Context: an optimization exercise on an open-source flow, tuned for small area and a short achievable clock period. The choices shown serve that exercise and are no tape-out recipe.
In this exercise RTL edits were held to simulation tests only and were not proved equivalent to the original.
No activity file was given, so power comes from the tool's default toggle rates.

File: flow/design.v
package hyctl_pkg;
    localparam int BYTE_W     = 8;
    localparam int IP_W       = 32;
    localparam int UDP_PORT_W = 16;
    localparam int BUF_ADDR_W = 7;
    localparam logic [BYTE_W-1:0] PORT_STREAM_LINK = 8'h00;
    localparam logic [BYTE_W-1:0] PORT_PKT_CTRL    = 8'h01;
    localparam logic [BYTE_W-1:0] PORT_IP_CTRL     = 8'h02;
    localparam logic [BYTE_W-1:0] PORT_TX_LEN      = 8'h03;
    localparam logic [BYTE_W-1:0] PORT_PKT_PORT    = 8'h04;
    localparam logic [BYTE_W-1:0] PORT_STREAM_IP   = 8'h10;
    localparam logic [BYTE_W-1:0] PORT_STREAM_UDP  = 8'h14;
    localparam logic [BYTE_W-1:0] PORT_MY_IP       = 8'h30;
    localparam logic [BYTE_W-1:0] PORT_BUF_BASE    = 8'h80;
    localparam int PKT_CTRL_ARM_BIT   = 0;
    localparam int PKT_CTRL_TX_BIT    = 4;
    localparam int IP_CTRL_STATIC_BIT = 0;
    localparam int IP_CTRL_VALID_BIT  = 1;
    localparam logic [1:0] UDP_RESULT_ACCEPTED = 2'b01;
    typedef struct packed {
        logic [BYTE_W-1:0] port_id;
        logic [BYTE_W-1:0] out_port;
        logic              write_strobe;
        logic              read_strobe;
    } io_bus_t;
    typedef struct packed {
        logic                  start;
        logic [BYTE_W-1:0]     data;
        logic                  valid;
        logic                  last;
        logic [IP_W-1:0]       src_ip;
        logic [UDP_PORT_W-1:0] src_port;
    } udp_rx_t;
    typedef struct packed {
        logic                  start;
        logic [BYTE_W-1:0]     data;
        logic                  valid;
        logic                  last;
        logic [BUF_ADDR_W-1:0] length;
        logic [IP_W-1:0]       dst_ip;
        logic [UDP_PORT_W-1:0] dst_port;
    } udp_tx_t;
    typedef struct packed {
        logic                  pkt_ctrl_wr;
        logic                  tx_len_wr;
        logic                  pkt_port_wr_hi;
        logic                  pkt_port_wr_lo;
        logic                  buf_wr;
        logic [BUF_ADDR_W-1:0] buf_addr;
        logic [BYTE_W-1:0]     data;
    } pkt_wr_t;
    typedef struct packed {
        logic                  arm;
        logic                  receiving;
        logic                  transmitting;
        logic [BUF_ADDR_W-1:0] tx_len;
        logic [IP_W-1:0]       pkt_ip;
    } pkt_status_t;
    typedef struct packed {
        logic            dhcp_reset;
        logic [IP_W-1:0] static_ip;
        logic            static_ip_valid;
    } ip_cfg_t;
    typedef struct packed {
        logic                  linked;
        logic [IP_W-1:0]       ip;
        logic [UDP_PORT_W-1:0] udp_port;
    } stream_cfg_t;
endpackage
`timescale 1ns/100ps
module hyctl_row_sel (
    input  logic lo_a,
    input  logic lo_b,
    input  logic hi_a,
    input  logic hi_b,
    output logic sel_n
);
    assign sel_n = !((lo_a || lo_b) && (hi_a || hi_b));
endmodule
module hyctl_rd_pair (
    input  logic a0,
    input  logic s0_n,
    input  logic a1,
    input  logic s1_n,
    output logic y_n
);
    assign y_n = !((a0 || s0_n) && (a1 || s1_n));
endmodule
module hyctl_nor2 (
    input  logic [1:0] a,
    output logic       y
);
    assign y = !(|a);
endmodule
module hyctl_nand4 (
    input  logic [3:0] a,
    output logic       y
);
    assign y = !(&a);
endmodule
`timescale 1ns/100ps
module hyctl_top (
    input  logic                          clk,
    input  logic                          reset,
    input  logic [7:0]                    io_port_id,
    input  logic [7:0]                    io_out_port,
    input  logic                          io_write_strobe,
    input  logic                          io_read_strobe,
    output logic [7:0]                    in_port,
    input  logic                          udp_rx_start,
    input  logic [7:0]                    udp_rx_data,
    input  logic                          udp_rx_valid,
    input  logic                          udp_rx_last,
    input  logic [31:0]                   udp_rx_src_ip,
    input  logic [15:0]                   udp_rx_src_port,
    input  logic                          udp_tx_ready,
    input  logic [1:0]                    udp_tx_result,
    output logic                          udp_tx_start,
    output logic [7:0]                    udp_tx_data,
    output logic                          udp_tx_valid,
    output logic                          udp_tx_last,
    output logic [6:0]                    udp_tx_length,
    output logic [31:0]                   udp_tx_dst_ip,
    output logic [15:0]                   udp_tx_dst_port,
    input  logic [31:0]                   ext_ip,
    input  logic                          ext_ip_force,
    output logic                          ip_dhcp_reset,
    output logic [31:0]                   ip_static_ip,
    output logic                          ip_static_ip_valid,
    output logic                          stream_linked,
    output logic [31:0]                   stream_ip,
    output logic [15:0]                   stream_udp_port
);
    localparam int AW    = hyctl_pkg::BUF_ADDR_W;
    localparam int BW    = hyctl_pkg::BYTE_W;
    localparam int DEPTH = 2 ** AW;
    localparam int STAT_RX_BIT = 1;
    logic          wr_en;
    logic          ctrl_wr;
    logic          arm_set;
    logic          tx_go;
    logic          tx_len_wr;
    logic          buf_wr;
    logic          hit_my_ip;
    logic [1:0]    byte_sel;
    assign wr_en     = io_write_strobe && !io_read_strobe;
    assign ctrl_wr   = wr_en && (io_port_id == hyctl_pkg::PORT_PKT_CTRL);
    assign arm_set   = ctrl_wr && io_out_port[hyctl_pkg::PKT_CTRL_ARM_BIT];
    assign tx_go     = ctrl_wr && io_out_port[hyctl_pkg::PKT_CTRL_TX_BIT];
    assign tx_len_wr = wr_en && (io_port_id == hyctl_pkg::PORT_TX_LEN);
    assign buf_wr    = wr_en && io_port_id[7];
    assign hit_my_ip = io_port_id[7:2] == hyctl_pkg::PORT_MY_IP[7:2];
    assign byte_sel  = 2'd3 - io_port_id[1:0];
    logic                  linked_q;
    logic                  use_static_q;
    logic                  static_valid_q;
    logic [31:0]           my_ip_q;
    logic [31:0]           stream_ip_q;
    logic [15:0]           stream_udp_q;
    always_ff @(posedge clk) begin
        if (reset) begin
            linked_q       <= 1'b0;
            use_static_q   <= 1'b0;
            static_valid_q <= 1'b0;
        end else if (wr_en) begin
            if (io_port_id == hyctl_pkg::PORT_STREAM_LINK) begin
                linked_q <= io_out_port[0];
            end
            if (io_port_id == hyctl_pkg::PORT_IP_CTRL) begin
                use_static_q   <= io_out_port[hyctl_pkg::IP_CTRL_STATIC_BIT];
                static_valid_q <= io_out_port[hyctl_pkg::IP_CTRL_VALID_BIT];
            end
        end
    end
    always_ff @(posedge clk) begin
        if (wr_en && hit_my_ip) begin
            my_ip_q[byte_sel*BW +: BW] <= io_out_port;
        end
        if (wr_en && io_port_id[7:2] == hyctl_pkg::PORT_STREAM_IP[7:2]) begin
            stream_ip_q <= pkt_ip_q;
        end
        if (wr_en && io_port_id[7:1] == hyctl_pkg::PORT_STREAM_UDP[7:1]) begin
            if (io_port_id[0]) begin
                stream_udp_q[7:0] <= io_out_port;
            end else begin
                stream_udp_q[15:8] <= io_out_port;
            end
        end
    end
    logic                  arm_q;
    logic                  receiving_q;
    logic                  transmitting_q;
    logic                  tx_start_q;
    logic                  rx_start_q;
    logic                  tx_last_q;
    logic [BW-1:0]         tx_data_q;
    logic [AW-1:0]         tx_cnt_q;
    logic [31:0]           pkt_ip_q;
    logic [15:0]           pkt_port_q;
    logic [AW-1:0]         addr_q;
    logic                  use_cnt_q;
    logic [7:0]            cnt_lo_q;
    logic [15:0]           cnt_hi_q;
    logic                  rx_start_edge;
    logic                  capture_go;
    logic                  rx_active;
    logic                  rx_byte;
    logic                  rx_done;
    logic                  tx_fire;
    logic                  tx_final;
    logic [AW-1:0]         addr_inc;
    logic [AW-1:0]         addr_next;
    logic                  rx_next;
    logic                  tx_next;
    logic                  arm_next;
    logic [BW-1:0]         buf_rdata;
    logic [BW-1:0]         buf_first;
    assign rx_start_edge = udp_rx_start && !rx_start_q;
    assign capture_go    = arm_q && rx_start_edge && !transmitting_q;
    assign rx_active     = receiving_q || capture_go;
    assign rx_byte       = rx_active && udp_rx_valid;
    assign rx_done       = rx_byte && udp_rx_last;
    assign tx_fire  = transmitting_q && udp_tx_ready;
    assign tx_final = tx_fire && tx_last_q;
    assign addr_inc = addr_q + 1'b1;
    always_comb begin
        if (reset || rx_done || tx_final) begin
            addr_next = '0;
        end else if (rx_byte || tx_fire) begin
            addr_next = addr_inc;
        end else if (tx_go) begin
            addr_next = 7'd1;
        end else if (!receiving_q && !transmitting_q) begin
            addr_next = '0;
        end else begin
            addr_next = addr_q;
        end
        rx_next  = !reset && rx_active && !rx_done;
        tx_next  = !reset && (tx_go || (transmitting_q && !tx_final));
        arm_next = !reset && (arm_set || (arm_q && !capture_go));
    end
    always_ff @(posedge clk) begin
        addr_q         <= addr_next;
        receiving_q    <= rx_next;
        transmitting_q <= tx_next;
        arm_q          <= arm_next;
        use_cnt_q      <= rx_next || tx_next;
        for (int i = 0; i < 8; i++) begin
            cnt_lo_q[i] <= (rx_next || tx_next) && (addr_next[2:0] == i[2:0]);
        end
        for (int i = 0; i < 16; i++) begin
            cnt_hi_q[i] <= (rx_next || tx_next) && (addr_next[6:3] == i[3:0]);
        end
        if (reset) begin
            rx_start_q <= 1'b0;
            tx_start_q <= 1'b0;
        end else begin
            rx_start_q <= udp_rx_start;
            if (tx_go) begin
                tx_start_q <= 1'b1;
            end else if (tx_start_q && (udp_tx_result == hyctl_pkg::UDP_RESULT_ACCEPTED)) begin
                tx_start_q <= 1'b0;
            end
        end
    end
    always_ff @(posedge clk) begin
        if (tx_go) begin
            tx_data_q <= buf_first;
        end else if (tx_fire) begin
            tx_data_q <= buf_rdata;
        end
        if (tx_go || tx_fire) begin
            tx_last_q <= (addr_inc == tx_cnt_q);
        end
    end
    always_ff @(posedge clk) begin
        if (rx_done) begin
            tx_cnt_q <= addr_inc;
        end else if (tx_len_wr) begin
            tx_cnt_q <= io_out_port[AW-1:0] + 1'b1;
        end
        if (capture_go) begin
            pkt_ip_q <= udp_rx_src_ip;
        end
        if (capture_go) begin
            pkt_port_q <= udp_rx_src_port;
        end else if (wr_en && io_port_id == hyctl_pkg::PORT_PKT_PORT) begin
            pkt_port_q[15:8] <= io_out_port;
        end else if (wr_en && io_port_id == hyctl_pkg::PORT_PKT_PORT + 8'd1) begin
            pkt_port_q[7:0] <= io_out_port;
        end
    end
    logic [BW-1:0]         buf_wdata;
    logic                  buf_we;
    logic                  buf_we0;
    logic [7:0]            dec_lo;
    logic [15:0]           dec_hi;
    logic [7:0]            bus_lo;
    logic [15:0]           bus_hi;
    logic [DEPTH-1:0]      sel_n;
    logic [DEPTH-1:0]      row_we;
    logic [DEPTH*BW-1:0]   mem_q;
    logic [BW-1:0]         rd_zero;
    assign buf_wdata = rx_active ? udp_rx_data : io_out_port;
    assign buf_we    = receiving_q ? udp_rx_valid : (!transmitting_q && !capture_go && buf_wr);
    assign buf_we0   = capture_go && !receiving_q && udp_rx_valid;
    always_comb begin
        for (int i = 0; i < 8; i++) begin
            bus_lo[i] = !use_cnt_q && (io_port_id[2:0] == i[2:0]);
            dec_lo[i] = cnt_lo_q[i] || bus_lo[i];
        end
        for (int i = 0; i < 16; i++) begin
            bus_hi[i] = !use_cnt_q && (io_port_id[6:3] == i[3:0]);
            dec_hi[i] = cnt_hi_q[i] || bus_hi[i];
        end
        for (int r = 0; r < DEPTH; r++) begin
            row_we[r] = buf_we && dec_lo[r % 8] && dec_hi[r / 8];
        end
        row_we[0] = row_we[0] || buf_we0;
    end
    for (genvar r = 0; r < DEPTH; r++) begin : g_sel
        hyctl_row_sel u_sel (
            .lo_a  (cnt_lo_q[r % 8]),
            .lo_b  (bus_lo[r % 8]),
            .hi_a  (cnt_hi_q[r / 8]),
            .hi_b  (bus_hi[r / 8]),
            .sel_n (sel_n[r])
        );
    end
    for (genvar r = 0; r < DEPTH; r++) begin : g_row
        always_ff @(posedge clk) begin
            if (row_we[r]) begin
                mem_q[r*BW +: BW] <= buf_wdata;
            end
        end
    end
    for (genvar b = 0; b < BW; b++) begin : g_bit
        logic [DEPTH/2-1:0]  pair_n;
        logic [DEPTH/4-1:0]  l1;
        logic [DEPTH/16-1:0] l2;
        logic [DEPTH/32-1:0] l3;
        for (genvar p = 0; p < DEPTH / 2; p++) begin : g_pair
            hyctl_rd_pair u_pair (
                .a0   (mem_q[(2*p)*BW + b]),
                .s0_n (sel_n[2*p]),
                .a1   (mem_q[(2*p+1)*BW + b]),
                .s1_n (sel_n[2*p+1]),
                .y_n  (pair_n[p])
            );
        end
        for (genvar q = 0; q < DEPTH / 4; q++) begin : g_l1
            hyctl_nor2 u_nor (.a(pair_n[2*q +: 2]), .y(l1[q]));
        end
        for (genvar q = 0; q < DEPTH / 16; q++) begin : g_l2
            hyctl_nand4 u_nand (.a(l1[4*q +: 4]), .y(l2[q]));
        end
        for (genvar q = 0; q < DEPTH / 32; q++) begin : g_l3
            hyctl_nor2 u_nor (.a(l2[2*q +: 2]), .y(l3[q]));
        end
        hyctl_nand4 u_out (.a(l3), .y(rd_zero[b]));
    end
    assign buf_rdata = ~rd_zero;
    assign buf_first = mem_q[BW-1:0];
    logic [31:0]           ip_src;
    logic [BW-1:0]         rd_next;
    logic [BW-1:0]         rd_q;
    assign ip_src = (!use_static_q || ext_ip_force) ? ext_ip : my_ip_q;
    always_comb begin
        rd_next = '0;
        if (io_port_id[7]) begin
            rd_next = buf_rdata;
        end else if (hit_my_ip) begin
            rd_next = ip_src[byte_sel*BW +: BW];
        end else if (io_port_id == hyctl_pkg::PORT_TX_LEN) begin
            rd_next = {1'b0, rx_done ? addr_q : tx_cnt_q - 1'b1};
        end else if (io_port_id == hyctl_pkg::PORT_PKT_CTRL) begin
            rd_next[hyctl_pkg::PKT_CTRL_TX_BIT]  = tx_next;
            rd_next[STAT_RX_BIT]                 = rx_next;
            rd_next[hyctl_pkg::PKT_CTRL_ARM_BIT] = arm_next;
        end
    end
    always_ff @(posedge clk) begin
        rd_q <= rd_next;
    end
    assign in_port            = rd_q;
    assign udp_tx_start       = tx_start_q;
    assign udp_tx_data        = tx_data_q;
    assign udp_tx_valid       = transmitting_q;
    assign udp_tx_last        = tx_last_q;
    assign udp_tx_length      = tx_cnt_q;
    assign udp_tx_dst_ip      = pkt_ip_q;
    assign udp_tx_dst_port    = pkt_port_q;
    assign ip_dhcp_reset      = use_static_q;
    assign ip_static_ip       = my_ip_q;
    assign ip_static_ip_valid = static_valid_q;
    assign stream_linked      = linked_q;
    assign stream_ip          = stream_ip_q;
    assign stream_udp_port    = stream_udp_q;
endmodule
File: flow/flow/run.sh
#!/bin/bash
# The standard layout (standard.sh), with one change: the port buffers
# that buffer_ports inserts are plain sky130_fd_sc_hd__buf_2 cells instead of
# the default cell it picks (a slow delay buffer). Every input and output
# port still gets its own buffer. The full make output goes to
# standard_make.log in the work folder.
set -euo pipefail
bash standard.sh "BUFFER_PORTS_ARGS=-buffer_cell sky130_fd_sc_hd__buf_2" finish > standard_make.log 2>&1
File: flow/standard.sh
#!/bin/bash
# synth_recipe.tcl (not shown) runs the flow's synth.tcl, then flattens the netlist and writes it again
# the make line also repeats each setting of config.mk as NAME=value (left out here)
make -C /OpenROAD-flow-scripts/flow DESIGN_CONFIG=/design/flow/config.mk WORK_HOME=/design/flow/orfs CLKGATE_MAP_FILE= SYNTH_SCRIPT=/design/flow/synth_recipe.tcl "${@:-finish}"
File: flow/config.mk
export PLATFORM = sky130hd
export DESIGN_NAME = hyctl_top
export DESIGN_NICKNAME = hyctl_top
export VERILOG_FILES = /design/flow/design.v
export SDC_FILE = /design/flow/constraint.sdc
export NUM_CORES = 4
export LEC_CHECK = 0
export CAP_MARGIN = 20
export CORE_MARGIN = 2
export CORE_UTILIZATION = 45
export CTS_BUF_LIST = sky130_fd_sc_hd__clkbuf_8
export PLACE_DENSITY = 0.6
export SETUP_SLACK_MARGIN = 2.0
export SLEW_MARGIN = 20
export SYNTH_HIERARCHICAL = 1
export SYNTH_MINIMUM_KEEP_SIZE = 0
File: flow/constraint.sdc
create_clock -name core_clock -period 5.0 [get_ports {clk}]
set_input_delay 1.0000 -clock core_clock [delete_from_list [all_inputs] [get_ports {clk}]]
set_output_delay 1.0000 -clock core_clock [all_outputs]
set_load 0.01 [all_outputs]
==> results of run 1 <==
-- cells by family after synthesis --
group / Yosys count
adders and majority gates: 10
muxes: 37
AOI/OAI and AO/OA: 759
DFF: 1216
xor gates and xnor gates: 21
buffers and inverters: 88
and+or+nand+nor: 755
-- critical path: stages --
cell and delay (ns):
buf_4 0.17, ha_1 0.25, and2_4 0.31, buf_4 0.20
o22ai_4 0.28, o22ai_1 0.14, nor2_1 0.26, nand4_1 0.22
nor2_1 0.38, nand4_1 0.16, buf_4 0.18, a21oi_1 0.12
-- state kept, by name, summed over array words and instances (netlist names), 16 cells and up --
signal / cells
mem_q: 1024
my_ip_q: 32
pkt_ip_q: 32
stream_ip_q: 32
cnt_hi_q: 16
pkt_port_q: 16
stream_udp_q: 16
-- stage by stage --
| stage | hold WS (ns) | total power, mW | instances | worst slack, ns | utilization |
|---|---|---|---|---|---|
| 2_1_floorplan | 0.4968 | 11.67 | 2886 | 1.798 | - |
| 3_3_place_gp | 0.4312 | 12.02 | 4498 | 0.3998 | 0.4941 |
| 3_5_place_dp | 0.4380 | 12.03 | 4498 | 0.4378 | 0.4941 |
| 4_1_cts | 0.2594 | 19.82 | 4866 | 1.957 | 0.5405 |
| 5_1_grt | 0.2921 | 20.31 | 4881 | 1.945 | 0.5459 |
| 6_report | 0.3330 | 19.71 | 4884 | 1.970 | 0.5460 |
-- modules after synthesis (local to each module, per instance) --
| module | flops+latches | cells inside |
|---|---|---|
| hyctl_top | 1216 | 1886 |
| hyctl_nor2 | 0 | 1 |
| hyctl_nand4 | 0 | 1 |
| hyctl_rd_pair | 0 | 1 |
| hyctl_row_sel | 0 | 1 |
-- layout make-up --
class	count	area [sq um]
clock inverters	143	767.0
flip-flops and latches	1216	36050
multi-input cells	1583	10590
clock buffers	202	2780
diodes	5	12.51
fillers	7980	45400
well taps	1298	1624
repair buffers	393	2613
inverters	44	167.7
-- routing by layer --
metal / part of all wire / vias up / routed length (microns)
met5: 0.00016 / - / 23
li1: - / 12878 / -
met2: 0.48 / 1862 / 67650
met1: 0.38 / 15125 / 54180
met3: 0.095 / 356 / 13510
met4: 0.049 / 4 / 7031
-- worst max-delay path by stage --
stage / start / to / slack [ns] / depth (start not counted)
global route: transmitting_q / cnt_hi_q[7] / 1.95 / 7
finish: io_port_id[1] / tx_data_q[2] / 1.97 / 12
CTS: use_cnt_q / mem_q[813] / 1.96 / 6
detailed placement: io_port_id[1] / rd_q[5] / 0.44 / 12
floorplan: io_port_id[3] / stream_udp_q[0] / 1.80 / 4
global placement: io_port_id[1] / rd_q[5] / 0.40 / 12
-- cells in the mapped netlist (all sizes together), types with 2 or more instances --
| cell | n | share of area |
|---|---|---|
| a211o | 2 | 0.00039 |
| a211oi | 4 | 0.00066 |
| a21o | 3 | 0.00050 |
| a21oi | 21 | 0.0023 |
| a2bb2oi | 2 | 0.00039 |
| a31oi | 3 | 0.00074 |
| a32o | 2 | 0.00044 |
| a32oi | 3 | 0.00058 |
| and2 | 11 | 0.0016 |
| and3 | 4 | 0.00055 |
| buf | 17 | 0.0018 |
| clkbuf | 27 | 0.0022 |
| dfxtp | 48 | 0.021 |
| edfxtp | 1168 | 0.77 |
| ha | 10 | 0.0028 |
| inv | 44 | 0.0036 |
| mux2 | 10 | 0.0025 |
| mux2i | 11 | 0.0024 |
| mux4 | 16 | 0.0079 |
| nand2 | 103 | 0.0085 |
| nand2b | 8 | 0.0011 |
| nand3 | 14 | 0.0015 |
| nand3b | 4 | 0.00066 |
| nand4 | 73 | 0.010 |
| nand4b | 3 | 0.00058 |
| nor2 | 488 | 0.040 |
| nor2b | 7 | 0.00097 |
| nor3 | 18 | 0.0021 |
| nor3b | 7 | 0.0013 |
| nor4 | 4 | 0.00088 |
| nor4b | 2 | 0.00039 |
| o211ai | 2 | 0.00044 |
| o21a | 2 | 0.00033 |
| o21ai | 45 | 0.0050 |
| o221ai | 2 | 0.00039 |
| o22ai | 650 | 0.090 |
| o31a | 2 | 0.00039 |
| o32ai | 2 | 0.00039 |
| o41a | 2 | 0.00050 |
| or3 | 3 | 0.00041 |
| xnor2 | 15 | 0.0029 |
| xor2 | 6 | 0.0012 |
-- placed cells by master, fill, tap and decap left out, types with 41 or more instances in the layout --
cell type and instances:
nor2_2 104, nor2_1 361, inv_1 102, buf_4 94
nand4_1 73, clkinv_1 43, nand2_1 103, clkbuf_8 202
edfxtp_1 1168, buf_2 269, dfxtp_1 41, o22ai_2 79
o22ai_1 535
-- power by group through the flow --
stage | clock network [mW] | registers (mW) | logic (mW)
final | 7.80 | 11.2 | 0.740
after global routing | 8.37 | 11.2 | 0.771
after CTS | 7.93 | 11.2 | 0.707
after detailed placement | 0 | 11.4 | 0.643
after global placement | 0 | 11.4 | 0.634
after floorplan | 0 | 11.4 | 0.269
-- what timing repair did --
action,4_1_cts,5_1_grt
resized for setup,160,78
gates cloned,1,0
pin swaps,23,38
endpoints found under the setup margin,90,206
setup buffers,22,13
==> run notes, run 1 <==
Port buffer count: 271
Final Max Slew Viols: 0
I/O pins: 272
Grt total ovfl: 0
First-pass GRT wire length: 202500 microns
Final setup viols: 0
Max-cap viol count: 0
CP max FO: 15
Routed Antenna Nets: 0
Cell variety after synth: 71
Cells on worst reg2reg path: 9
Synth Area in Compound Gates: 0.1059
DP Wirelength: 93010 microns
Worst Setup End Kind: register
Clock latency on the worst-skew pair: 0.86 ns
FF-to-FF Start: cnt_lo_q[5]
Clock root cell: clkbuf_8
Clock power share: 0.396
Area Growth Syn to Fin: 20.36%
Die area: 103400 sq um
M1 GR Usage: 0.3487
Switching power share of the total: 0.2202
Worst EP arrival: 3.71 ns
Mean post-synth cell area: 15.72 sq um
Max Root-Sink Buffers: 3
Outcome: complete, no violations
Layout cells sized above 1: 0.2667
Starting density of the core: 0.4537
Max Freq: 330.0 MHz
RSZ-0062 raised after global routing: yes
Relative slew slack: 0.2691
WL final: 142400 microns
Slew @ Worst Pin: 1.095 ns
Fin. Hold Viols: 0
Post-CTS Hold Fix Bufs: 0
Pwr per Cell Area: 361.0 nW/um^2
Period utilization: 0.6061
Height of the die: 321.5 microns
Flop pwr share: 0.567
Nets: 3551
Number of flops mapped to enable cells by yosys: 1168
Final min period: 3.030 ns
DRC: 0
Grt met2 use: 0.4395
Hold depth: 1
Xor and xnor area share after synthesis: 0.004054
Vias: 30225
Multiplexer area fraction after synthesis: 0.01285
Combinational share of power: 0.038
YS warnings: 7
Placer Congestion: 0.9196
Post-Syn Area: 45370 sq um
DP Area: 49410 sq um
Clk sinks: 1216
Worst hold endpoint: pkt_ip_q[18]
Drt pass-1 iters: 6
Core Rows: 116
Crit Path Class: input port to register
Seq/Total Area, Yosys: 0.7943
Initial drt markers: 4044
Worst R2R Setup Slack: 2.00 ns
Vias per inst: 6.189
Worst Hold Class: input port to register
Largest family of logic cells by synthesized area: compound AO/OA/AOI/OAI gates
Ys async rst share: 0
CTS tree: done
Synth Register Bits: 1216
Pint: 15.37 mW
Clk pin slew, worst setup/hold paths: 0.06 ns
Final Skew: 0.05944 ns
CTS H-tree lvls: 4
Peak supply drop: 0.0002729 V
Gr busiest metal: met2
Critical Path RT: 5.68 ns
TritonCTS buffer count: 188
P_leak: 18.76 nW
Die Wd: 321.5 microns
Post-synth top flop: edfxtp_1
Switch Pwr: 4.341 mW
Hold Crit Start: udp_rx_src_ip[18]
Adder-cell share of the synthesized area: 0.002758
R2r endpoint: tx_data_q[2]
Number of global-route vias before repair: 29583
Core Region: 100000 sq um
Setup TNS Final: 0 ns
Initial antenna violation count: 9
Syn_nets: 3011
Post-synthesis simple-gate area fraction: 0.07253
Met3 Resource Use GR: 0.05778
DR WL/cell: 29.16 microns
Post-route cell area: 54600 sq um
Crit start category: input port
Cells after Synth: 2886
Pin count of the biggest net entering global routing: 129
Total GRT Usage: 0.2712
Testbench counts, summed over its fixed seeds: tx cycles 5,394, tx bytes 3,981.
==> run 2, diff against run 1 <==
--- a/flow/config.mk
+++ b/flow/config.mk
@@ -8,7 +8,6 @@
 export CAP_MARGIN = 20
 export CORE_MARGIN = 2
 export CORE_UTILIZATION = 45
-export CTS_BUF_LIST = sky130_fd_sc_hd__clkbuf_8
 export PLACE_DENSITY = 0.6
 export SETUP_SLACK_MARGIN = 2.0
 export SLEW_MARGIN = 20
==> run 2 against run 1 <==
Still clean on timing, DRC and antenna. Clock power up 13%. Sequential share of layout area down 1.4 points. Core utilization up 1.2 points. Worst setup slack worse by 0.10 ns. Critical path type unchanged. Largest power group unchanged. Highest routed layer unchanged.
==> run notes, run 2 <==
YS warnings: 7 (unchanged)
Clock power share: 0.423 (+0.027)
I/O pins: 272 (unchanged)
Cells on worst reg2reg path: 11 (+2)
Max Root-Sink Buffers: 3 (unchanged)
Max reg flops: 1024 (unchanged)
Post-CTS Hold Fix Bufs: 0 (unchanged)
Height of the die: 321.5 microns (unchanged)
Mean post-synth cell area: 15.72 sq um (unchanged)
Routed Antenna Nets: 0 (unchanged)
Syn_nets: 3011 (unchanged)
Synth Register Bits: 1216 (unchanged)
Crit Path Class: input port to register
Final Skew: 0.01341 ns (-0.04602 ns)
Core Rows: 116 (unchanged)
Slew @ Worst Pin: 1.162 ns (+0.06734 ns)
Synth area leaders: edfxtp_1, o22ai_1, nor2_1, dfxtp_1, nand4_1
WL final: 143400 microns (+0.73%)
Overall Power: 20.74 mW (+5.2%)
CTS tree: done
Peak supply drop: 0.0002648 V (-3.0%)
R2r endpoint: rd_q[5]
Worst Hold Class: register to register
DR WL/cell: 29.90 microns (+2.6%)
Pin count of the biggest net entering global routing: 129 (unchanged)
Cells after Synth: 2886 (unchanged)
Clk sinks: 1216 (unchanged)
Post-synth top flop: edfxtp_1
Flop pwr share: 0.539 (-0.028)
Area Growth Syn to Fin: 22.91%
Outcome: complete, no violations
Commonest cells post-synth: edfxtp_1, o22ai_1, nor2_1
Number of global-route vias before repair: 29027 (-1.9%)
Core Region: 100000 sq um (unchanged)
Cell variety after synth: 71 (unchanged)
Critical path's most frequent cell: buf_4
FF-to-FF Start: use_cnt_q
Period utilization: 0.6261 (+0.02000)
Final Max Slew Viols: 0 (unchanged)
Drt pass-1 iters: 6 (unchanged)
Initial antenna violation count: 6 (-3)
Critical Path RT: 5.38 ns (-0.30 ns)
Clk pin slew, worst setup/hold paths: 0.06 ns (about the same)
Yosys top cell area share: 0.7731 (unchanged)
Hold depth: 0 (-1)
Top-count cell post-synth: edfxtp_1
Fin. Hold Viols: 0 (unchanged)
Vias per inst: 6.261 (+1.2%)
Grt total ovfl: 0 (unchanged)
Largest stage delay on the critical path: 0.69 ns (+0.31 ns)
Clock root cell: clkbuf_16
Pint: 16.43 mW (+6.9%)
RSZ-0062 raised after global routing: yes
Total GRT Usage: 0.2698 (-0.001377)
Most common cell after layout, fill and taps aside: edfxtp_1
Die Wd: 321.5 microns (unchanged)
Hold Crit Start: pkt_ip_q[12]
Worst EP arrival: 3.51 ns (-0.20 ns)
Crit start category: input port
Max-cap viol count: 0 (unchanged)
Relative slew slack: 0.2252 (-0.04390)
Ys async rst share: 0 (unchanged)
Number of flops mapped to enable cells by yosys: 1168 (unchanged)
Post-Syn Area: 45370 sq um (unchanged)
Most flops, register: mem_q
Slowest CP cell: o21ai_2
Initial drt markers: 3899 (-3.6%)
Setup TNS Final: 0 ns (unchanged)
CTS H-tree lvls: 3 (-1)
Switch Pwr: 4.308 mW (-0.76%)
First-pass GRT wire length: 201700 microns (-0.39%)
Die area: 103400 sq um (unchanged)
Starting density of the core: 0.4537 (unchanged)
Final min period: 3.130 ns (+0.1000 ns)
Critical-path cell list: buf_12 > inv_2 > buf_6 > ha_4 > and2_4 > buf_16 > buf_4 > o21ai_2 > buf_4 > nor2_2
Nets: 3516 (-0.99%)
Port buffer count: 271 (unchanged)
Placer Congestion: 0.9196 (unchanged)
Seq/Total Area, Yosys: 0.7943 (unchanged)
CP max FO: 10 (-5)
P_leak: 18.48 nW (-1.5%)
Worst R2R Setup Slack: 1.95 ns (-0.05 ns)
Layout cells sized above 1: 0.2806 (+0.01392)
TritonCTS buffer count: 119 (-37%)
Pwr per Cell Area: 371.9 nW/um^2 (+3.0%)
DP Wirelength: 93010 microns (unchanged)
Max Freq: 319.4 MHz (-3.2%)
DRC: 0 (unchanged)
Clock latency on the worst-skew pair: 0.70 ns (-0.16 ns)
Most frequent cells in the layout: edfxtp_1, o22ai_1, nor2_1
Worst Setup End Kind: register
Vias: 30033 (-0.64%)
Final setup viols: 0 (unchanged)
Worst hold endpoint: stream_ip_q[12]
Synth area leader: edfxtp_1
Switching power share of the total: 0.2077 (-0.01244)
Combinational share of power: 0.038 (about the same)
==> run 2: worst max path at each step <==
| stage | startpoint | end |
|---|---|---|
| 2_1_floorplan | io_port_id[3] | stream_udp_q[0] |
| 3_3_place_gp | io_port_id[1] | rd_q[5] |
| 3_5_place_dp | io_port_id[1] | rd_q[5] |
| 4_1_cts | io_port_id[2] | mem_q[940] |
| 5_1_grt | io_port_id[2] | mem_q[798] |
| 6_report | io_port_id[0] | mem_q[386] |
==> run 2: layer usage <==
layer / share of wire / GRT usage / vias to the layer above
li1: - / - / 12794
met1: 0.38 / 0.3495 / 15102
met2: 0.47 / 0.4351 / 1780
met3: 0.099 / 0.05250 / 355
met4: 0.054 / 0.1382 / 2
met5: 0.000098 / 0 / -
==> run 2: critical path, delay by kind of cell <==
| family | cells | cell delay, ns |
|---|---|---|
| AND/OR/NAND/NOR | 2 | 0.42 |
| buffers and inverters | 6 | 1.20 |
| AO/OA/AOI/OAI | 1 | 0.69 |
| adder cells (fa/ha/maj) | 1 | 0.19 |
==> run 2: power groups by stage <==
| stage | combinational (mW) | sequential [mW] | clock (mW) |
|---|---|---|---|
| after floorplan | 0.269 | 11.4 | 0 |
| after global placement | 0.634 | 11.4 | 0 |
| after detailed placement | 0.643 | 11.4 | 0 |
| after CTS | 0.717 | 11.2 | 8.88 |
| after global routing | 0.817 | 11.2 | 9.29 |
| final | 0.787 | 11.2 | 8.78 |
==> run 2: per-stage QoR <==
step / cell area [sq um] / utilization / setup WS (ns) / hold WS [ns] / cells
global route: 55760 / 0.5576 / 1.916 / 0.4541 / 4795
detailed placement: 49410 / 0.4941 / 0.4378 / 0.4380 / 4498
global placement: 49410 / 0.4941 / 0.3998 / 0.4312 / 4498
CTS: 54680 / 0.5468 / 1.988 / 0.4379 / 4751
floorplan: 45710 / - / 1.798 / 0.4968 / 2886
finish: 55760 / 0.5576 / 1.870 / 0.4496 / 4797
==> run 2: layout make-up <==
class	instances	area, sq um
flip-flops and latches	1216	36050
fillers	7765	44240
well taps	1298	1624
diodes	3	7.507
clock buffers	136	3115
clock inverters	90	740.7
repair buffers	423	2980
multi-input cells	1587	11080
inverters	44	170.2
==> run 2: timing repair <==
item | 4_1_cts | 5_1_grt
endpoints found under the setup margin | 305 | 421
resized for setup | 206 | 144
gates cloned | 2 | 3
buffers inserted | 25 | 40
pin swaps | 43 | 76
==> run 2: cell families after synthesis <==
group                      count (synthesis)  share of synthesized area
adders and majority gates                 10                   0.002758
and+or+nand+nor                          755                    0.07253
xor gates and xnor gates                  21                   0.004054
AOI/OAI and AO/OA                        759                     0.1059
muxes                                     37                    0.01285
buffers and inverters                     88                   0.007639
DFF                                     1216                     0.7943
==> run 2: per-module statistics from Yosys (local to each module, per instance) <==
module	times used	cells inside
hyctl_row_sel	128	1
hyctl_rd_pair	512	1
hyctl_nand4	72	1
hyctl_nor2	288	1
hyctl_top	1	1886
==> run 3, diff against run 2 <==
--- a/flow/design.v
+++ b/flow/design.v
@@ -69,13 +69,11 @@
 endpackage
 `timescale 1ns/100ps
 module hyctl_row_sel (
-    input  logic lo_a,
-    input  logic lo_b,
-    input  logic hi_a,
-    input  logic hi_b,
+    input  logic lo,
+    input  logic hi,
     output logic sel_n
 );
-    assign sel_n = !((lo_a || lo_b) && (hi_a || hi_b));
+    assign sel_n = !(lo && hi);
 endmodule
 module hyctl_rd_pair (
     input  logic a0,
@@ -199,8 +197,6 @@
     logic [15:0]           pkt_port_q;
     logic [AW-1:0]         addr_q;
     logic                  use_cnt_q;
-    logic [7:0]            cnt_lo_q;
-    logic [15:0]           cnt_hi_q;
     logic                  rx_start_edge;
     logic                  capture_go;
     logic                  rx_active;
@@ -245,12 +241,6 @@
         transmitting_q <= tx_next;
         arm_q          <= arm_next;
         use_cnt_q      <= rx_next || tx_next;
-        for (int i = 0; i < 8; i++) begin
-            cnt_lo_q[i] <= (rx_next || tx_next) && (addr_next[2:0] == i[2:0]);
-        end
-        for (int i = 0; i < 16; i++) begin
-            cnt_hi_q[i] <= (rx_next || tx_next) && (addr_next[6:3] == i[3:0]);
-        end
         if (reset) begin
             rx_start_q <= 1'b0;
             tx_start_q <= 1'b0;
@@ -295,6 +285,8 @@
     logic                  buf_we0;
     logic [7:0]            dec_lo;
     logic [15:0]           dec_hi;
+    logic [7:0]            cnt_lo;
+    logic [15:0]           cnt_hi;
     logic [7:0]            bus_lo;
     logic [15:0]           bus_hi;
     logic [DEPTH-1:0]      sel_n;
@@ -306,12 +298,14 @@
     assign buf_we0   = capture_go && !receiving_q && udp_rx_valid;
     always_comb begin
         for (int i = 0; i < 8; i++) begin
+            cnt_lo[i] = use_cnt_q && (addr_q[2:0] == i[2:0]);
             bus_lo[i] = !use_cnt_q && (io_port_id[2:0] == i[2:0]);
-            dec_lo[i] = cnt_lo_q[i] || bus_lo[i];
+            dec_lo[i] = cnt_lo[i] || bus_lo[i];
         end
         for (int i = 0; i < 16; i++) begin
+            cnt_hi[i] = use_cnt_q && (addr_q[6:3] == i[3:0]);
             bus_hi[i] = !use_cnt_q && (io_port_id[6:3] == i[3:0]);
-            dec_hi[i] = cnt_hi_q[i] || bus_hi[i];
+            dec_hi[i] = cnt_hi[i] || bus_hi[i];
         end
         for (int r = 0; r < DEPTH; r++) begin
             row_we[r] = buf_we && dec_lo[r % 8] && dec_hi[r / 8];
@@ -320,10 +314,8 @@
     end
     for (genvar r = 0; r < DEPTH; r++) begin : g_sel
         hyctl_row_sel u_sel (
-            .lo_a  (cnt_lo_q[r % 8]),
-            .lo_b  (bus_lo[r % 8]),
-            .hi_a  (cnt_hi_q[r / 8]),
-            .hi_b  (bus_hi[r / 8]),
+            .lo    (dec_lo[r % 8]),
+            .hi    (dec_hi[r / 8]),
             .sel_n (sel_n[r])
         );
     end
--- a/flow/config.mk
+++ b/flow/config.mk
@@ -8,6 +8,7 @@
 export CAP_MARGIN = 20
 export CORE_MARGIN = 2
 export CORE_UTILIZATION = 45
+export CTS_BUF_LIST = sky130_fd_sc_hd__clkbuf_8
 export PLACE_DENSITY = 0.6
 export SETUP_SLACK_MARGIN = 2.0
 export SLEW_MARGIN = 20
==> run 3 against run 2 <==
Routed wire length shrank 9.8%. First-iteration DRC count shrank 6.0%. Sequential cell count shrank 24. Worst setup slack gained 0.13 ns. Fmax grew 4.2%. Synthesized cell count shrank 1.0%. Clock skew grew 0.034 ns. Register-to-register slack gained 0.05 ns. Critical path depth grew 4. Clock power shrank 11%. Final cell count grew 0.27%. Worst hold slack lost 0.14 ns. Largest cell class unchanged. Highest routed layer unchanged.
==> run notes, run 3 <==
Outcome: complete, no violations
DP Area: 48440 sq um (-2.0%)
Most frequent cells in the layout: edfxtp_1, o22ai_1, nor2_1
Critical Path RT: 5.70 ns (+0.32 ns)
Relative slew slack: 0.3209 (+0.09571)
Critical-path cell list: buf_2 > inv_8 > ha_2 > nor3b_1 > a31o_2 > clkbuf_8 > nand2_2 > o22ai_1 > nor2_1 > nand4_1 > nor2_4 > nand4_1 > buf_4 > a21oi_1
Mean post-synth cell area: 15.55 sq um (-1.1%)
Post-CTS Hold Fix Bufs: 0 (unchanged)
Largest stage delay on the critical path: 0.31 ns (-0.38 ns)
Grt total ovfl: 0 (unchanged)
WP depth: 14 (+4)
Total GRT Usage: 0.2508 (-0.01908)
Vias per inst: 5.935 (-5.2%)
Max reg flops: 1024 (unchanged)
P_leak: 17.64 nW (-4.6%)
Post-route cell area: 52930 sq um (-5.1%)
DP Wirelength: 84340 microns (-9.3%)
Height of the die: 318.2 microns (-1.0%)
TritonCTS buffer count: 189 (+59%)
Final setup viols: 0 (unchanged)
Area Growth Syn to Fin: 19.15%
DRC: 0 (unchanged)
Crit Path Class: input port to register
Die area: 101200 sq um (-2.1%)
Final Max Slew Viols: 0 (unchanged)
Core Rows: 115 (-0.86%)
Core Region: 98130 sq um (-1.9%)
Pwr per Cell Area: 368.6 nW/um^2 (-0.88%)
Post-synth top flop: edfxtp_1
Die Wd: 318.2 microns (-1.0%)
RSZ-0062 raised after global routing: yes
Layout cells sized above 1: 0.2597 (-0.02087)
Crit path launch: io_port_id[1]
Routed Antenna Nets: 0 (unchanged)
CTS tree: done
Yosys top cell area share: 0.7895 (+0.01642)
FF-to-FF Start: addr_q[3]
Max Freq: 332.8 MHz (+4.2%)
Cell variety after synth: 57 (-20%)
Port buffer count: 271 (unchanged)
Pin count of the biggest net entering global routing: 129 (unchanged)
Clk pin slew, worst setup/hold paths: 0.06 ns (about the same)
Worst EP arrival: 3.70 ns (+0.19 ns)
Number of flops mapped to enable cells by yosys: 1168 (unchanged)
Crit start category: input port
Cells after Synth: 2857 (-1.0%)
WL final: 129400 microns (-9.8%)
Setup TNS Final: 0 ns (unchanged)
CP top delay family: simple AND/OR/NAND/NOR gates
Setup crit end: tx_data_q[6]
DR WL/cell: 26.91 microns (-10%)
Final Skew: 0.04731 ns (+0.03389 ns)
Commonest cells post-synth: edfxtp_1, o22ai_1, nor2_1
Initial drt markers: 3664 (-6.0%)
Fin. Hold Viols: 0 (unchanged)
Slew @ Worst Pin: 1.016 ns (-0.1460 ns)
Nets: 3493 (-0.65%)
Worst Setup End Kind: register
Seq/Total Area, Yosys: 0.8003 (+0.006052)
R2r endpoint: tx_data_q[6]
Worst Hold Class: input port to register
Drt pass-1 iters: 7 (+1)
Vias: 28548 (-4.9%)
Max Root-Sink Buffers: 3 (unchanged)
Critical path's most frequent cell: nand4_1
Number of global-route vias before repair: 28076 (-3.3%)
Synth Register Bits: 1192 (-2.0%)
Synth area leaders: edfxtp_1, o22ai_1, nor2_1, nand2_1, dfxtp_1
CTS H-tree lvls: 4 (+1)
Bufs and invs on worst path: 4 (-2)
First-pass GRT wire length: 186700 microns (-7.4%)
Worst R2R Setup Slack: 2.00 ns (+0.05 ns)
Placer Congestion: 0.9844 (+7.0%)
I/O pins: 272 (unchanged)
Clk sinks: 1192 (-2.0%)
Max-cap viol count: 0 (unchanged)
CP max FO: 17 (+7)
Initial antenna violation count: 4 (-2)
Peak supply drop: 0.0002679 V (+1.1%)
Overall Power: 19.51 mW (-5.9%)
Starting density of the core: 0.4527 (-0.0009718)
Final min period: 3.005 ns (-0.1258 ns)
Syn_nets: 2987 (-0.80%)
Ys async rst share: 0 (unchanged)
Top-count cell post-synth: edfxtp_1
Period utilization: 0.6009 (-0.02517)
Most common cell after layout, fill and taps aside: edfxtp_1
Synth area leader: edfxtp_1
Post-Syn Area: 44420 sq um (-2.1%)
Clock latency on the worst-skew pair: 0.88 ns (+0.18 ns)
Slowest CP cell: nor2_4
Cells on worst reg2reg path: 11 (unchanged)
Most flops, register: mem_q
YS warnings: 7 (unchanged)
Clock root cell: clkbuf_8
-- run 3: worst min path at each step --
stage                            startpoint         endpoint  slack, ns  cells after the start
final                     udp_rx_src_ip[21]     pkt_ip_q[21]       0.31                      1
after global routing      udp_rx_src_ip[17]     pkt_ip_q[17]       0.28                      1
after floorplan                    linked_q         linked_q       0.48                      2
after detailed placement       pkt_ip_q[16]  stream_ip_q[16]       0.44                      0
after global placement         pkt_ip_q[30]  stream_ip_q[30]       0.43                      0
after CTS                 udp_rx_src_ip[21]     pkt_ip_q[21]       0.23                      1
-- run 3: cell families (layout without fill, tap and decap cells) --
group                      count (synthesis)  count (layout)  share of synthesized area
buffers and inverters                    113             775                    0.01028
DFF                                     1192            1192                     0.8003
xor gates and xnor gates                  21              21                   0.004140
muxes                                     29              29                   0.009605
other                                      0               4                          0
and+or+nand+nor                          856             856                    0.08148
adders and majority gates                 15              15                   0.004225
AOI/OAI and AO/OA                        631             631                    0.08993
-- run 3: per-layer routing --
| metal | global-route usage | up-vias | share of wire |
|---|---|---|---|
| li1 | - | 12382 | - |
| met1 | 0.3308 | 14319 | 0.40 |
| met2 | 0.4086 | 1580 | 0.48 |
| met3 | 0.05698 | 263 | 0.093 |
| met4 | 0.09205 | 4 | 0.030 |
| met5 | 0 | - | 0.00017 |
-- run 3: what timing repair did --
item	in CTS	in global routing
endpoints found under the setup margin	24	692
gates resized for setup	100	98
buffers inserted	13	17
pin swaps	17	13
-- run 3: Yosys stat by module, one instance, submodules excluded --
module         cell area, sq um  flops+latches
hyctl_nand4               6.256              0
hyctl_top                 39210           1192
hyctl_rd_pair             6.256              0
hyctl_nor2                3.754              0
hyctl_row_sel             3.754              0
-- run 3: final cells by class --
cell class / count / area, sq um
Fill cell: 7955 / 45200
Sequential cell: 1192 / 35580
Multi-Input combinational cell: 1552 / 9575
Clock buffer: 194 / 2670
Timing Repair Buffer: 365 / 2346
Tap cell: 1287 / 1610
Clock inverter: 153 / 867.1
Inverter: 63 / 272.8
Antenna cell: 4 / 10.01
-- run 3: power by group --
part	total (mW)	switching [mW]	internal, mW
logic	0.733	0.529	0.204
clock network	7.79	3.80	3.98
registers	11.0	0.0123	11.0
-- run 3: per-stage QoR --
step / std cells / hold slack (ns) / utilization / setup slack (ns)
final: 4810 / 0.3127 / 0.5394 / 1.995
after global routing: 4808 / 0.2785 / 0.5393 / 1.954
after CTS: 4789 / 0.2328 / 0.5338 / 1.969
after detailed placement: 4429 / 0.4352 / 0.4937 / 0.3081
after global placement: 4429 / 0.4344 / 0.4937 / 0.3859
after floorplan: 2857 / 0.4805 / - / 1.739
-- run 3: worst reg2reg max path, delay by kind of cell (launching register included) --
| family | cells | cell delay (ns) |
|---|---|---|
| simple gates | 6 | 1.37 |
| compound gates | 3 | 0.55 |
| buf+inv | 2 | 0.49 |
| flops | 1 | 0.43 |
Testbench counts of run 3, summed over its fixed seeds: tx cycles 5,394, tx bytes 3,981.
==> run 4, diff against run 3 <==
--- a/flow/config.mk
+++ b/flow/config.mk
@@ -10,7 +10,7 @@
 export CORE_UTILIZATION = 45
 export CTS_BUF_LIST = sky130_fd_sc_hd__clkbuf_8
 export PLACE_DENSITY = 0.6
-export SETUP_SLACK_MARGIN = 2.0
+export SETUP_SLACK_MARGIN = 2.4
 export SLEW_MARGIN = 20
 export SYNTH_HIERARCHICAL = 1
 export SYNTH_MINIMUM_KEEP_SIZE = 0
==> run 4 against run 3 <==
Sequential cell count stayed put. Critical path type unchanged. Combinational power is 8.2% higher. First-iteration DRC count is 0.49% higher. Critical endpoint is now tx_data_q[5]. Worst setup slack better by 0.12 ns. Largest power group unchanged.
==> run notes, run 4 <==
Initial antenna violation count: 12 (+8)
Post-route cell area: 54580 sq um (+3.1%)
Pin count of the biggest net entering global routing: 66 (-49%)
Pint: 15.18 mW (about the same)
Most flops, register: mem_q
Critical Path RT: 5.71 ns (about the same)
Placer Congestion: 0.9729 (-1.2%)
Outcome: complete, no violations
Final Max Slew Viols: 0 (unchanged)
Most frequent cells in the layout: edfxtp_1, o22ai_1, buf_2
Fill count: 7799 (-2.0%)
Flop pwr share: 0.563 (about the same)
Max Freq: 346.3 MHz (+4.1%)
CTS tree: done
Critical path's most frequent cell: nand4_1
Clock power share: 0.396 (-0.003)
DP Area: 48790 sq um (+0.71%)
Max Root-Sink Buffers: 3 (unchanged)
Nets: 3511 (+0.52%)
Synth Register Bits: 1192 (unchanged)
Most common cell after layout, fill and taps aside: edfxtp_1
Combinational share of power: 0.041 (+0.003)
Relative slew slack: 0.2866 (-0.03435)
Crit start category: input port
Multi-input gate area: 11020 sq um (+15%)
Slew @ Worst Pin: 1.062 ns (+0.04576 ns)
Final Skew: 0.06017 ns (+0.01286 ns)
P_leak: 18.23 nW (+3.4%)
CTS H-tree lvls: 4 (unchanged)
Synth area leader: edfxtp_1
Yosys top cell area share: 0.7895 (unchanged)
Commonest cells post-synth: edfxtp_1, o22ai_1, nor2_1
Slowest CP cell: a31o_4
Starting density of the core: 0.4527 (unchanged)
Max-cap viol count: 0 (unchanged)
DR WL/cell: 28.65 microns (+6.5%)
Clock root cell: clkbuf_8
FF/Latch Area: 35570 sq um (about the same)
Clk pin slew, worst setup/hold paths: 0.06 ns (about the same)
RSZ-0062 raised after global routing: yes
Max reg flops: 1024 (unchanged)
First-pass GRT wire length: 196600 microns (+5.3%)
TritonCTS buffer count: 187 (-1.1%)
CP max FO: 15 (-2)
I/O pins: 272 (unchanged)
Height of the die: 318.2 microns (unchanged)
Ys async rst share: 0 (unchanged)
Mean post-synth cell area: 15.55 sq um (unchanged)
Final setup viols: 0 (unchanged)
Total GRT Usage: 0.2686 (+0.01782)
Setup TNS Final: 0 ns (unchanged)
Clock latency on the worst-skew pair: 0.87 ns (about the same)
Routed Antenna Nets: 0 (unchanged)
Pwr per Cell Area: 357.4 nW/um^2 (-3.0%)
Final min period: 2.888 ns (-0.1170 ns)
Peak supply drop: 0.0002268 V (-15%)
Die Wd: 318.2 microns (unchanged)
Layout cells sized above 1: 0.2969 (+0.03718)
Number of global-route vias before repair: 28690 (+2.2%)
Post-synth top flop: edfxtp_1
DP Wirelength: 85020 microns (+0.81%)
Worst Hold Class: input port to register
WL final: 138300 microns (+6.8%)
Fin. Hold Viols: 0 (unchanged)
Worst Setup End Kind: register
Post-Syn Area: 44420 sq um (unchanged)
Largest stage delay on the critical path: 0.28 ns (-0.03 ns)
Cell variety after synth: 57 (unchanged)
Switching power share of the total: 0.2221 (-0.0005590)
Post-CTS Hold Fix Bufs: 0 (unchanged)
Period utilization: 0.5775 (-0.02341)
Core Region: 98130 sq um (unchanged)
Clk sinks: 1192 (unchanged)
Worst EP arrival: 3.60 ns (-0.10 ns)
Synth area leaders: edfxtp_1, o22ai_1, nor2_1, nand2_1, dfxtp_1
Final hold slack: 0.3256 ns (+0.01290 ns)
Initial drt markers: 3682 (+0.49%)
Port buffer count: 271 (unchanged)
Die area: 101200 sq um (unchanged)
Drt pass-1 iters: 6 (-1)
Overall Power: 19.51 mW (about the same)
Crit Path Class: input port to register
Final core occ: 0.5562 (+0.01682)
Core Rows: 115 (unchanged)
Critical-path cell list: buf_8 > inv_4 > ha_4 > nor3b_1 > a31o_4 > buf_12 > nand2_4 > o22ai_1 > nor2_2 > nand4_1 > nor2_4 > nand4_1 > a21oi_2
Area Growth Syn to Fin: 22.86%
Seq/Total Area, Yosys: 0.8003 (unchanged)
Cells after Synth: 2857 (unchanged)
Switch Pwr: 4.333 mW (-0.26%)
Top-count cell post-synth: edfxtp_1
YS warnings: 7 (unchanged)
Number of flops mapped to enable cells by yosys: 1168 (unchanged)
Syn_nets: 2987 (unchanged)
DRC: 0 (unchanged)
Grt total ovfl: 0 (unchanged)
Vias per inst: 6.001 (+1.1%)
Vias: 28963 (+1.5%)
-- run 4: cell counts after synthesis --
Identical to the previous run, type by type.
-- run 4: cells by family (layout without fill, tap and decap cells) --
| group | count (synthesis) | after routing | share of synthesized area |
|---|---|---|---|
| xor+xnor | 21 | 21 | 0.004140 |
| buf+inv | 113 | 781 | 0.01028 |
| mux | 29 | 37 | 0.009605 |
| simple gates | 856 | 856 | 0.08148 |
| other cells | 0 | 6 | 0 |
| fa+ha+maj | 15 | 15 | 0.004225 |
| flops | 1192 | 1192 | 0.8003 |
| compound gates | 631 | 631 | 0.08993 |
-- run 4: worst max-delay path: cells and delay by family --
family | cells | cell delay (ns)
AND/OR/NAND/NOR | 6 | 1.27
adder cells (fa/ha/maj) | 1 | 0.20
buffers and inverters | 3 | 0.46
AO/OA/AOI/OAI | 3 | 0.65
-- run 4: modules after synthesis (local to each module, per instance) --
module / cells / times used
hyctl_top: 1857 / 1
hyctl_nand4: 1 / 72
hyctl_rd_pair: 1 / 512
hyctl_nor2: 1 / 288
hyctl_row_sel: 1 / 128
-- run 4: what timing repair did --
item / in CTS / in global routing
buffers inserted: 47 / 9
gates resized for setup: 335 / 68
gates cloned: 8 / 1
setup endpoints to repair: 1893 / 608
pin swaps: 78 / 54
-- run 4: worst paths after layout --
check	from	depth (start not counted)	slack [ns]	to
setup reg to reg	use_cnt_q	13	2.14	tx_data_q[7]
hold / removal	udp_rx_src_ip[17]	1	0.33	pkt_ip_q[17]
hold reg to reg	pkt_ip_q[4]	0	0.44	stream_ip_q[4]
setup / recovery	io_port_id[0]	13	2.11	tx_data_q[5]
-- run 4: area by class of cell --
cell class,instances,share of cell area
Multi-Input combinational cell,1560,0.2018
Sequential cell,1192,0.6517
Inverter,63,0.005800
Antenna cell,6,0.0002751
Tap cell,1287,0.02950
Timing Repair Buffer,377,0.04654
Clock inverter,146,0.01513
Clock buffer,195,0.04917
-- run 4: through the flow --
stage                     instances  setup WS, ns
final                          4826         2.112
after global routing           4825         2.084
after CTS                      4810         2.252
after detailed placement       4414        0.3620
after global placement         4414        0.4677
after floorplan                2857         1.790
-- run 4: power groups by stage --
stage	sequential (mW)	clock (mW)	combinational (mW)
2_1_floorplan	11.2	0	0.298
3_3_place_gp	11.2	0	0.647
6_report	11.0	7.73	0.793
3_5_place_dp	11.2	0	0.660
5_1_grt	11.0	8.32	0.823
4_1_cts	11.0	7.87	0.767
-- run 4: layer usage --
layer / vias up / GRT usage / wire length [microns]
met4: 6 / 0.1148 / 5848
li1: 12462 / - / -
met3: 302 / 0.05978 / 13570
met5: - / 0 / 36
met1: 14512 / 0.3483 / 52780
met2: 1681 / 0.4379 / 66030
==> run 5, diff against run 4 <==
==> flow/flow/run.sh (replaced) <==
#!/bin/bash
# The standard layout (standard.sh), with one change: the port buffers
# that buffer_ports inserts are plain sky130_fd_sc_hd__buf_1 cells instead of
# the default cell it picks (a slow delay buffer). Every input and output
# port still gets its own buffer. The full make output goes to
# standard_make.log in the work folder.
set -euo pipefail
bash standard.sh "BUFFER_PORTS_ARGS=-buffer_cell sky130_fd_sc_hd__buf_1" finish > standard_make.log 2>&1
--- a/flow/config.mk
+++ b/flow/config.mk
@@ -9,8 +9,11 @@
 export CORE_MARGIN = 2
 export CORE_UTILIZATION = 45
 export CTS_BUF_LIST = sky130_fd_sc_hd__clkbuf_8
+export CTS_CLUSTER_DIAMETER = 80
+export CTS_CLUSTER_SIZE = 12
 export PLACE_DENSITY = 0.6
-export SETUP_SLACK_MARGIN = 2.4
+export SETUP_SLACK_MARGIN = 2.6
 export SLEW_MARGIN = 20
 export SYNTH_HIERARCHICAL = 1
 export SYNTH_MINIMUM_KEEP_SIZE = 0
+export TNS_END_PERCENT = 10
==> run 5 against run 4 <==
Highest routed layer is now met4. Non-clock buffer count increased by 43. Register-to-register slack got worse by 0.11 ns. Via count decreased by 2.1%. Final cell count decreased by 3.5%. Sequential share of layout area increased by 3.2 points. Worst setup slack got worse by 0.087 ns. Final area decreased by 4.6%. Critical endpoint is now tx_data_q[0]. Area after synthesis unchanged. Sequential power about the same. Count of clock-buffer cells in the layout decreased by 86. First-iteration DRC count decreased by 8.7%. Routed wire length decreased by 5.8%.
==> run notes, run 5 <==
Post-synth top flop: edfxtp_1
Final Skew: 0.08181 ns (+0.02164 ns)
WL final: 130200 microns (-5.8%)
Adder-cell share of the synthesized area: 0.004225 (unchanged)
Post-synthesis simple-gate area fraction: 0.08148 (unchanged)
Mean post-synth cell area: 15.55 sq um (unchanged)
Starting density of the core: 0.4527 (unchanged)
Critical Path RT: 5.65 ns (-0.06 ns)
DR WL/cell: 27.96 microns (-2.4%)
Cells after Synth: 2857 (unchanged)
Crit start category: register
Die area: 101200 sq um (unchanged)
Grt total ovfl: 0 (unchanged)
Xor and xnor area share after synthesis: 0.004140 (unchanged)
Critical path's most frequent cell: nand4_1
Number of global-route vias before repair: 27858 (-2.9%)
CTS tree: done
Synth area leaders: edfxtp_1, o22ai_1, nor2_1, nand2_1, dfxtp_1
Bufs and invs on worst path: 2 (-1)
Synth Register Bits: 1192 (unchanged)
Drt pass-1 iters: 5 (-1)
Clock latency on the worst-skew pair: 0.83 ns (-0.04 ns)
Max-cap viol count: 0 (unchanged)
Slowest CP cell: a22oi_2
Relative slew slack: 0.2411 (-0.04547)
Slew @ Worst Pin: 1.130 ns (+0.06768 ns)
RSZ-0062 raised after global routing: yes
Number of flops mapped to enable cells by yosys: 1168 (unchanged)
Ys async rst share: 0 (unchanged)
Post-Syn Area: 44420 sq um (unchanged)
Top-count cell post-synth: edfxtp_1
Area Growth Syn to Fin: 17.19%
Pin count of the biggest net entering global routing: 128 (+94%)
Worst Hold Class: input port to register
DRC: 0 (unchanged)
YS warnings: 7 (unchanged)
Largest stage delay on the critical path: 0.49 ns (+0.21 ns)
Worst Setup End Kind: register
Period utilization: 0.5949 (+0.01738)
Clk pin slew, worst setup/hold paths: 0.09 ns (+0.03 ns)
Most common cell after layout, fill and taps aside: edfxtp_1
Height of the die: 318.2 microns (unchanged)
Commonest cells post-synth: edfxtp_1, o22ai_1, nor2_1
Final setup viols: 0 (unchanged)
Syn_nets: 2987 (unchanged)
Core Rows: 115 (unchanged)
I/O pins: 272 (unchanged)
Max Root-Sink Buffers: 3 (unchanged)
Fin. Hold Viols: 0 (unchanged)
CP top delay family: simple AND/OR/NAND/NOR gates
Synth Area in Compound Gates: 0.08993 (unchanged)
Die Wd: 318.2 microns (unchanged)
Final min period: 2.974 ns (+0.08690 ns)
Critical-path cell list: buf_12 > nor3b_2 > a22oi_2 > bufinv_8 > nand2_8 > o22ai_1 > nor2_1 > nand4_1 > nor2_2 > nand4_1 > a21oi_2
Clk sinks: 1192 (unchanged)
Core Region: 98130 sq um (unchanged)
Final Max Slew Viols: 0 (unchanged)
Layout cells sized above 1: 0.1966 (-0.1003)
Most frequent cells in the layout: edfxtp_1, o22ai_1, nor2_1
Seq/Total Area, Yosys: 0.8003 (unchanged)
Crit Path Class: register to register
Pwr per Cell Area: 323.4 nW/um^2 (-9.5%)
CP max FO: 9 (-6)
Initial drt markers: 3362 (-8.7%)
Peak supply drop: 0.0001999 V (-12%)
Outcome: complete, no violations
Vias per inst: 6.089 (+1.5%)
TritonCTS buffer count: 109 (-42%)
Initial antenna violation count: 3 (-9)
CTS H-tree lvls: 3 (-1)
Worst EP arrival: 3.63 ns (+0.03 ns)
Vias: 28361 (-2.1%)
Routed Antenna Nets: 0 (unchanged)
Clock root cell: clkbuf_8
Cell variety after synth: 57 (unchanged)
Total GRT Usage: 0.2515 (-0.01704)
DP Wirelength: 85170 microns (+0.18%)
First-pass GRT wire length: 187300 microns (-4.7%)
P_leak: 16.35 nW (-10%)
Placer Congestion: 0.9691 (-0.39%)
Max Freq: 336.2 MHz (-2.9%)
Max reg flops: 1024 (unchanged)
Post-CTS Hold Fix Bufs: 0 (unchanged)
Largest family of logic cells by synthesized area: compound AO/OA/AOI/OAI gates
Multiplexer area fraction after synthesis: 0.009604 (unchanged)
Yosys top cell area share: 0.7895 (unchanged)
Setup TNS Final: 0 ns (unchanged)
Most flops, register: mem_q
Fill count: 7978 (+2.3%)
Nets: 3469 (-1.2%)
Final core occ: 0.5305 (-0.02569)
Port buffer count: 271 (unchanged)
Synth area leader: edfxtp_1
==> run 5: power breakdown <==
part	internal [mW]	switching (mW)	leakage [nW]	total, mW
Combinational	0.213	0.547	4.71	0.760
Clock	1.99	3.11	0.939	5.11
Sequential	11.0	0.0128	10.7	11.0
==> run 5: layout make-up <==
| type | count | area, sq um | share of cell area |
|---|---|---|---|
| antenna | 4 | 10.01 | 0.0001923 |
| clock buffer | 109 | 1500 | 0.02882 |
| clock inverter | 30 | 178.9 | 0.003437 |
| inverter | 63 | 301.5 | 0.005792 |
| multi-input combinational | 1553 | 10230 | 0.1965 |
| sequential | 1192 | 35580 | 0.6834 |
| tap | 1287 | 1610 | 0.03093 |
| timing repair buffer | 420 | 2649 | 0.05088 |
==> run 5: repair_timing <==
action	CTS	global route
gates cloned	3	1
resized for setup	336	102
endpoints found under the setup margin	2157	1292
setup buffers	42	31
pin swaps	72	41
==> run 5: logic make-up after synthesis <==
kind of cell             Yosys count
buffers and inverters            113
flip-flops                      1192
adder cells (fa/ha/maj)           15
AO/OA/AOI/OAI                    631
multiplexers                      29
AND/OR/NAND/NOR                  856
XOR/XNOR                          21
==> run 5: per-stage QoR <==
stage	cells	setup slack (ns)	cell area [sq um]	power (mW)	hold WS [ns]
after floorplan	2857	1.783	44960	11.48	0.4805
after detailed placement	4438	0.5309	48000	11.84	0.4318
after global routing	4656	1.967	52050	17.34	0.3168
after global placement	4438	0.5104	48000	11.83	0.4326
final	4658	2.026	52060	16.84	0.3592
after CTS	4622	2.133	51320	16.92	0.2891
==> run 5: worst paths after layout <==
path	start	to	slack (ns)	depth (start not counted)
hold / removal	udp_rx_src_ip[26]	pkt_ip_q[26]	0.36	1
setup reg to reg	use_cnt_q	tx_data_q[0]	2.03	11
setup / recovery	use_cnt_q	tx_data_q[0]	2.03	11
hold reg to reg	pkt_ip_q[4]	stream_ip_q[4]	0.45	0
==> run 5: per-module statistics from Yosys (local to each module, per instance) <==
| module | times used | cell area [sq um] |
|---|---|---|
| hyctl_row_sel | 128 | 3.754 |
| hyctl_rd_pair | 512 | 6.256 |
| hyctl_nand4 | 72 | 6.256 |
| hyctl_top | 1 | 39210 |
| hyctl_nor2 | 288 | 3.754 |
==> run 5: worst register-to-register path, delay by kind of cell (launching register included) <==
family	cells	cell delay (ns)
AO/OA/AOI/OAI	3	0.79
buffers and inverters	2	0.49
flip-flops	1	0.36
AND/OR/NAND/NOR	6	1.16
==> run 5: layer usage <==
metal,routed length (microns),vias up,global-route usage,share of wire
met5,0,-,0,0
met1,50980,14173,0.3357,0.39
met2,61700,1689,0.4045,0.47
met4,6057,0,0.1116,0.047
met3,11510,289,0.04674,0.088
li1,-,12210,-,-
==> run 6, diff against run 5 <==
--- a/flow/config.mk
+++ b/flow/config.mk
@@ -12,8 +12,7 @@
 export CTS_CLUSTER_DIAMETER = 80
 export CTS_CLUSTER_SIZE = 12
 export PLACE_DENSITY = 0.6
-export SETUP_SLACK_MARGIN = 2.6
+export SETUP_SLACK_MARGIN = 2.4
 export SLEW_MARGIN = 20
 export SYNTH_HIERARCHICAL = 1
 export SYNTH_MINIMUM_KEEP_SIZE = 0
-export TNS_END_PERCENT = 10
==> run 6 against run 5 <==
Non-clock buffer count shrank 22. Fmax increased by 1.1%. Sequential power barely moved. Routed wire length up 4.9%. Area after synthesis unchanged.
==> run notes, run 6 <==
Outcome: complete, no violations
Number of flops mapped to enable cells by yosys: 1168 (unchanged)
Clock latency on the worst-skew pair: 0.83 ns (about the same)
Syn_nets: 2987 (unchanged)
Largest family of logic cells by synthesized area: compound AO/OA/AOI/OAI gates
Final Max Slew Viols: 0 (unchanged)
Bufs and invs on worst path: 4 (+2)
Pin count of the biggest net entering global routing: 59 (-54%)
Vias: 28760 (+1.4%)
Mean post-synth cell area: 15.55 sq um (unchanged)
Commonest cells post-synth: edfxtp_1, o22ai_1, nor2_1
Worst R2R Setup Slack: 2.08 ns (+0.05 ns)
TritonCTS buffer count: 109 (unchanged)
Fill count: 7959 (-0.24%)
WL final: 136600 microns (+4.9%)
Most frequent cells in the layout: edfxtp_1, o22ai_1, nor2_1
Setup WS post-layout: 2.058 ns (+0.03239 ns)
Final min period: 2.942 ns (-0.03239 ns)
WP depth: 13 (+2)
Worst Setup End Kind: register
Vias per inst: 6.190 (+1.7%)
Crit Path Class: input port to register
Max-cap viol count: 0 (unchanged)
Core Region: 98130 sq um (unchanged)
Port buffer count: 271 (unchanged)
Max reg flops: 1024 (unchanged)
Adder-cell share of the synthesized area: 0.004225 (unchanged)
Fin. Hold Viols: 0 (unchanged)
Relative slew slack: 0.3394 (+0.09831)
Post-synth top flop: edfxtp_1
Clk sinks: 1192 (unchanged)
Most flops, register: mem_q
Seq/Total Area, Yosys: 0.8003 (unchanged)
Multiplexer area fraction after synthesis: 0.009604 (unchanged)
==> run 6: cell types whose count changed in the layout (fill, tap and decap cells not counted), sizes merged <==
cell | previous run | this run
a31o | 4 | 5
buf | 418 | 396
bufbuf | 0 | 1
bufinv | 1 | 6
clkinv | 5 | 1
clkinvlp | 10 | 8
diode | 4 | 6
inv | 77 | 76
mux2 | 10 | 17
nor2 | 442 | 443
==> run 6: kinds of logic after synthesis <==
| kind of cell | count (synthesis) |
|---|---|
| flops | 1192 |
| simple gates | 856 |
| compound gates | 631 |
| buf+inv | 113 |
| mux | 29 |
| xor+xnor | 21 |
| fa+ha+maj | 15 |
==> run 6: layer usage <==
| metal | routed length [microns] | share of wire | vias to the layer above | global-route usage |
|---|---|---|---|---|
| met5 | 14 | 0.00010 | - | 0 |
| met1 | 53370 | 0.39 | 14500 | 0.3559 |
| li1 | - | - | 12225 | - |
| met2 | 63630 | 0.47 | 1764 | 0.4218 |
| met3 | 13440 | 0.098 | 269 | 0.05355 |
| met4 | 6176 | 0.045 | 2 | 0.1066 |
==> run 6: what timing repair did <==
item,CTS,global route
setup buffers,39,17
gates cloned,9,2
setup endpoints to repair,1641,380
resized for setup,325,120
pin swaps,63,45
==> run 6: worst min path at each step <==
stage,cells after the start,startpoint,to
4_1_cts,1,udp_rx_src_ip[25],pkt_ip_q[25]
3_3_place_gp,0,pkt_ip_q[27],stream_ip_q[27]
2_1_floorplan,2,linked_q,linked_q
3_5_place_dp,0,pkt_ip_q[10],stream_ip_q[10]
6_report,1,udp_rx_src_ip[25],pkt_ip_q[25]
5_1_grt,1,udp_rx_src_ip[21],pkt_ip_q[21]
==> run 6: worst register-to-register path: stages (launching register included) <==
cell and delay [ns]:
dfxtp_4 0.40, nor3b_1 0.06, buf_4 0.16, a22oi_2 0.32, bufinv_8 0.32, nand2_8 0.11
buf_4 0.10, o22ai_1 0.10, nor2_1 0.10, nand4_1 0.29, nor2_4 0.26, nand4_1 0.27
a21oi_1 0.23
==> run 6: where the power goes <==
| group | switching (mW) | leakage, nW | internal (mW) |
|---|---|---|---|
| Sequential | 0.00914 | 10.7 | 11.0 |
| Combinational | 0.585 | 5.13 | 0.216 |
| Clock | 3.15 | 0.959 | 2.11 |
==> run 6: cell type report <==
| cell class | instances | area (sq um) | area share |
|---|---|---|---|
| sequential | 1192 | 35580 | 0.6742 |
| multi-input combinational | 1562 | 11110 | 0.2105 |
| timing repair buffer | 398 | 2384 | 0.04516 |
| tap | 1287 | 1610 | 0.03051 |
| clock buffer | 110 | 1514 | 0.02869 |
| inverter | 63 | 347.8 | 0.006591 |
| clock inverter | 28 | 214.0 | 0.004054 |
| antenna | 6 | 15.01 | 0.0002845 |
==> run 6: modules after synthesis, one instance, submodules excluded <==
module	cells	flip-flops and latches	area [sq um]	copies in the design
hyctl_row_sel	1	0	3.754	128
hyctl_rd_pair	1	0	6.256	512
hyctl_top	1857	1192	39210	1
hyctl_nor2	1	0	3.754	288
hyctl_nand4	1	0	6.256	72
==> run 6: per-stage QoR <==
step	std cells	instance area, sq um	hold WS [ns]	total power, mW
floorplan	2857	45680	0.4805	11.49
global placement	4435	48610	0.4319	11.84
detailed placement	4435	48620	0.4373	11.85
CTS	4621	52040	0.2955	17.07
global route	4645	52770	0.3174	17.48
finish	4646	52780	0.3628	17.02

Setup slack of run 6, layout unchanged: 2.058 ns with ideal ports, 2.037 ns with driving cells assumed (clock clkbuf_16, inputs buf_2), 1.164 ns with port delays also shifted by the 0.873 ns mid clock arrival.
